Context: an optimization exercise on an open-source flow, tuned for a short achievable clock period and few clock cycles. The choices shown serve that exercise and are no tape-out recipe. In this exercise RTL edits were held to simulation tests only and were not proved equivalent to the original. Power is estimated from default activity; no workload was simulated.

==> run H <==
// rv_core_top
module rv_core_top (
    input  logic                  clk,
    input  logic                  rst_n,
    input  rv_core_pkg::word_t    imem_insn,      
    output rv_core_pkg::word_t    imem_addr,
    output logic                  retire_valid,   
    output rv_core_pkg::reg_idx_t retire_rd,
    output rv_core_pkg::word_t    retire_data
);
Settings: LEC_CHECK=0, CAP_MARGIN=20, CORE_MARGIN=2, CORE_UTILIZATION=50, SETUP_SLACK_MARGIN=3.5, SLEW_MARGIN=20, SYNTH_HIERARCHICAL=1, SYNTH_MINIMUM_KEEP_SIZE=0, TNS_END_PERCENT=100; clock period 5.2 ns.
run.sh (not shown) runs the stock make flow with config.mk's settings and CLKGATE_MAP_FILE= SYNTH_SCRIPT=/design/flow/synth_recipe.tcl, a recipe that flattens the netlist after the stock synthesis.
==> inputs of run F, as changes to run H <==
--- a/flow/design.v
+++ b/flow/design.v
@@ -315,12 +315,14 @@
     logic [4:0]         sl_n;      
     logic [4:0]         sr_n;      
     logic [15:0]        sl_nq;     
     logic [15:0]        sr_nq;     
     rv_core_pkg::word_t sa_l;      
     rv_core_pkg::word_t sa_r;
+    logic [3:0]         fill_q;    
+    logic [3:0]         fill_nq;   
     logic               sr_fill;   
     logic               l_xor, l_or, l_and;
     rv_core_pkg::word_t p;         
     rv_core_pkg::word_t pn;        
     rv_core_pkg::word_t c;         
     rv_core_pkg::word_t cd;        
@@ -336,16 +338,18 @@
     rv_core_pkg::word_t sl4;       
     rv_core_pkg::word_t sr4;       
     for (genvar k = 0; k < 4; k++) begin : amt
         rv_reg4 sl_q (.clk(clk), .d(nxt_l[4:1]), .q(sl_nq[4*k +: 4]));
         rv_reg4 sr_q (.clk(clk), .d(nxt_r[4:1]), .q(sr_nq[4*k +: 4]));
     end
+    rv_reg4 fl_q  (.clk(clk), .d({4{nxt_f[W-1]}}),  .q(fill_q));
+    rv_reg4 fln_q (.clk(clk), .d({4{~nxt_f[W-1]}}), .q(fill_nq));
     rv_reg32 sa_lq (.clk(clk), .d(nxt_a), .q(sa_l));
     rv_reg32 sa_rq (.clk(clk), .d(nxt_a), .q(sa_r));
-    rv_alu_shift4 #(.LEFT(1)) sll_i (.x(sa_l), .n(sl_nq), .fill(1'b0),    .y(sl4));
-    rv_alu_shift4 #(.LEFT(0)) srl_i (.x(sa_r), .n(sr_nq), .fill(sr_fill), .y(sr4));
+    rv_alu_shift4 #(.LEFT(1)) sll_i (.x(sa_l), .n(sl_nq), .fill('0),     .fill_n('1),      .y(sl4));
+    rv_alu_shift4 #(.LEFT(0)) srl_i (.x(sa_r), .n(sr_nq), .fill(fill_q), .fill_n(fill_nq), .y(sr4));
     logic [7:0] ws, as, bs, ls, rs, fs;   
     logic       x31;    
     assign x31 = a[W-1] ^ b[W-1];
     function automatic logic [10:0] term_sel(input logic [7:0] s, input logic n0_l, input logic n0_r);
         term_sel[0]  = s[0];
         term_sel[1]  = s[1];
@@ -504,19 +508,18 @@
 endmodule
 module rv_alu_shift4 #(
     parameter bit LEFT = 1
 ) (
     input  logic [31:0] x,
     input  logic [15:0] n,      
-    input  logic        fill,
+    input  logic [3:0]  fill,     
+    input  logic [3:0]  fill_n,   
     output logic [31:0] y
 );
     logic [31:0] v [0:4];   
-    logic        fill_n;
     assign v[0] = x;
-    rv_g_inv fi (.a(fill), .y(fill_n));
     for (genvar k = 0; k < 4; k++) begin : st
         for (genvar i = 0; i < 32; i++) begin : bt
             localparam int SRC = LEFT ? i - (16 >> k) : i + (16 >> k);
             logic s;
             assign s = n[4*(i/8) + 3 - k];
             if (SRC >= 0 && SRC < 32) begin : m
@@ -526,15 +529,15 @@
                     rv_g_zf_t2n u (.s(s), .x(v[k][i]), .y(v[k+1][i]));
                 end else begin : n2t
                     rv_g_nor2 u (.a(s), .b(v[k][i]), .y(v[k+1][i]));
                 end
             end else begin : f
                 if (k % 2 == 0) begin : t2n
-                    rv_g_mux2i u (.s(s), .a1(fill), .a0(v[k][i]), .y(v[k+1][i]));
+                    rv_g_mux2i u (.s(s), .a1(fill[i/8]), .a0(v[k][i]), .y(v[k+1][i]));
                 end else begin : n2t
-                    rv_g_mux2i u (.s(s), .a1(fill_n), .a0(v[k][i]), .y(v[k+1][i]));
+                    rv_g_mux2i u (.s(s), .a1(fill_n[i/8]), .a0(v[k][i]), .y(v[k+1][i]));
                 end
             end
         end
     end
     assign y = v[4];
 endmodule
CORE_ASPECT_RATIO = 0.5   (was not set)
==> summary.md <==
| Metric | Value |
|---|---|
| Outcome | no timing/DRC/antenna violations |
| Slew margin rel. | 25.3% |
| Nets | 6952 |
| PnR worst setup slack | between 2000 and 3000 ps |
| Clock net sink count | 1556 |
| Vias | 62.3k |
| Sw frac | 22.7% |
| FF+latch count | 1556 |
| Drt wl/cell | 36.2 um |
| Largest net degree at the start of global routing | 107 |
-- figures above: run F

==> summary.md <==
| Metric | Value |
|---|---|
| Outcome | no timing/DRC/antenna violations |
| Core region area | approximately 160000 um^2 |
| Routed wire length on met3 | about 28000 um |
| Top Consumer | registers |
| PnR worst setup slack | about 2700 ps |
| FF+latch count | 1553 |
| Nets | 7060 |
| Power Sequential | 13.2 mW |
| Highest metal used | met5 |
| Largest net degree at the start of global routing | 99 |
| Worst R2R Start | execute_i.amt[3].sr_q.q[3]$_DFF_P_ |
| Fraction of area in multi-input gates | 40.2% |
| Vias | 61.2k |
| Slew margin rel. | between 20% and 30% |
| Clock net sink count | 1553 |
-- figures above: run H

Testbench counts of run H, summed over its fixed seeds: cycles 12,040.
Testbench counts of run F, summed over its fixed seeds: cycles 12,040.

==> run a: inputs <==
Another version of the RTL of rv_core_top (not shown whole).
==> flow/design.v (excerpt) <==
module rv_core_top (
    input  logic                  clk,
    input  logic                  rst_n,
    input  rv_core_pkg::word_t    imem_insn,      
    output rv_core_pkg::word_t    imem_addr,
    output logic                  retire_valid,   
    output rv_core_pkg::reg_idx_t retire_rd,
    output rv_core_pkg::word_t    retire_data
);
clock: 5.2 ns
lec_check: 0
cap_margin: 20
core_margin: 2
core_utilization: 50
setup_slack_margin: 3.5
slew_margin: 20
synth_hierarchical: 1
synth_minimum_keep_size: 0
tns_end_percent: 100
==> inputs of run b, as changes to run a <==
--- a/flow/config.mk
+++ b/flow/config.mk
@@ -6,6 +6,7 @@
 export NUM_CORES = 4
 export LEC_CHECK = 0
 export CAP_MARGIN = 20
+export CORE_ASPECT_RATIO = 0.5
 export CORE_MARGIN = 2
 export CORE_UTILIZATION = 50
 export SETUP_SLACK_MARGIN = 3.5
==> qor summary <==
quantity	run b	run a
Proportion of cell area occupied by multi-input gates	41.9%	41.3%
Utilization after layout	61.5%	61.5%
Switching part of the total	22.6%	22.2%
Worst reg2reg path depth	7	8
Non-clock buffering overhead in the final layout	5.97%	5.92%
Switching pwr	5.65 mW	5.85 mW
Worst VDD drop	343 uV	374 uV
Initial DRC count	8715	7022
Register share of the cell area	43.5%	43.2%
Outcome	no timing/DRC/antenna violations	no timing/DRC/antenna violations
Worst setup skew after layout	112 ps	53.2 ps
Combinational fraction of design power	3.9%	3.4%
Total area of multi-input combinational cells	40000 sq um	39600 sq um
CP Launch Point	fetch_i.r_rs2_sel[12]	execute_i.sa_q.q[21]
Via Count	61165	59974
Testbench counts of run a, summed over its fixed seeds: cycles 12,040.
Testbench counts of run b, summed over its fixed seeds: cycles 12,040.

-- what the ideal ports hide --
The flow's constraints put no driver on any port. The routed layouts listed below were extracted and timed again, unchanged, in two steps. Step 1, drivers: a clkbuf_16 drives clk and a buf_2 each remaining input, both assumed. Step 2 also shifts input and output timing later by t, the mid clock arrival at the registers, as if the neighbouring blocks saw the same clock. Slacks: no drivers / after step 1 / after step 2; pairs: no drivers / after step 1.
run | t, ns | setup slack, ns | cell pins on the clock port's net
run H | 0.903 | 2.738 / 2.738 / 2.657 | 1
run F | 0.885 | 2.635 / 2.635 / 2.635 | 1
run a | 0.883 | 2.737 / 2.737 / 2.675 | 1
run b | 0.862 | 2.774 / 2.774 / 2.740 | 1
After both steps setup and hold are still met in every run listed. The setup slack of run H, which loses most, moves by 0.000 ns with the drivers and by -0.081 ns with both steps.
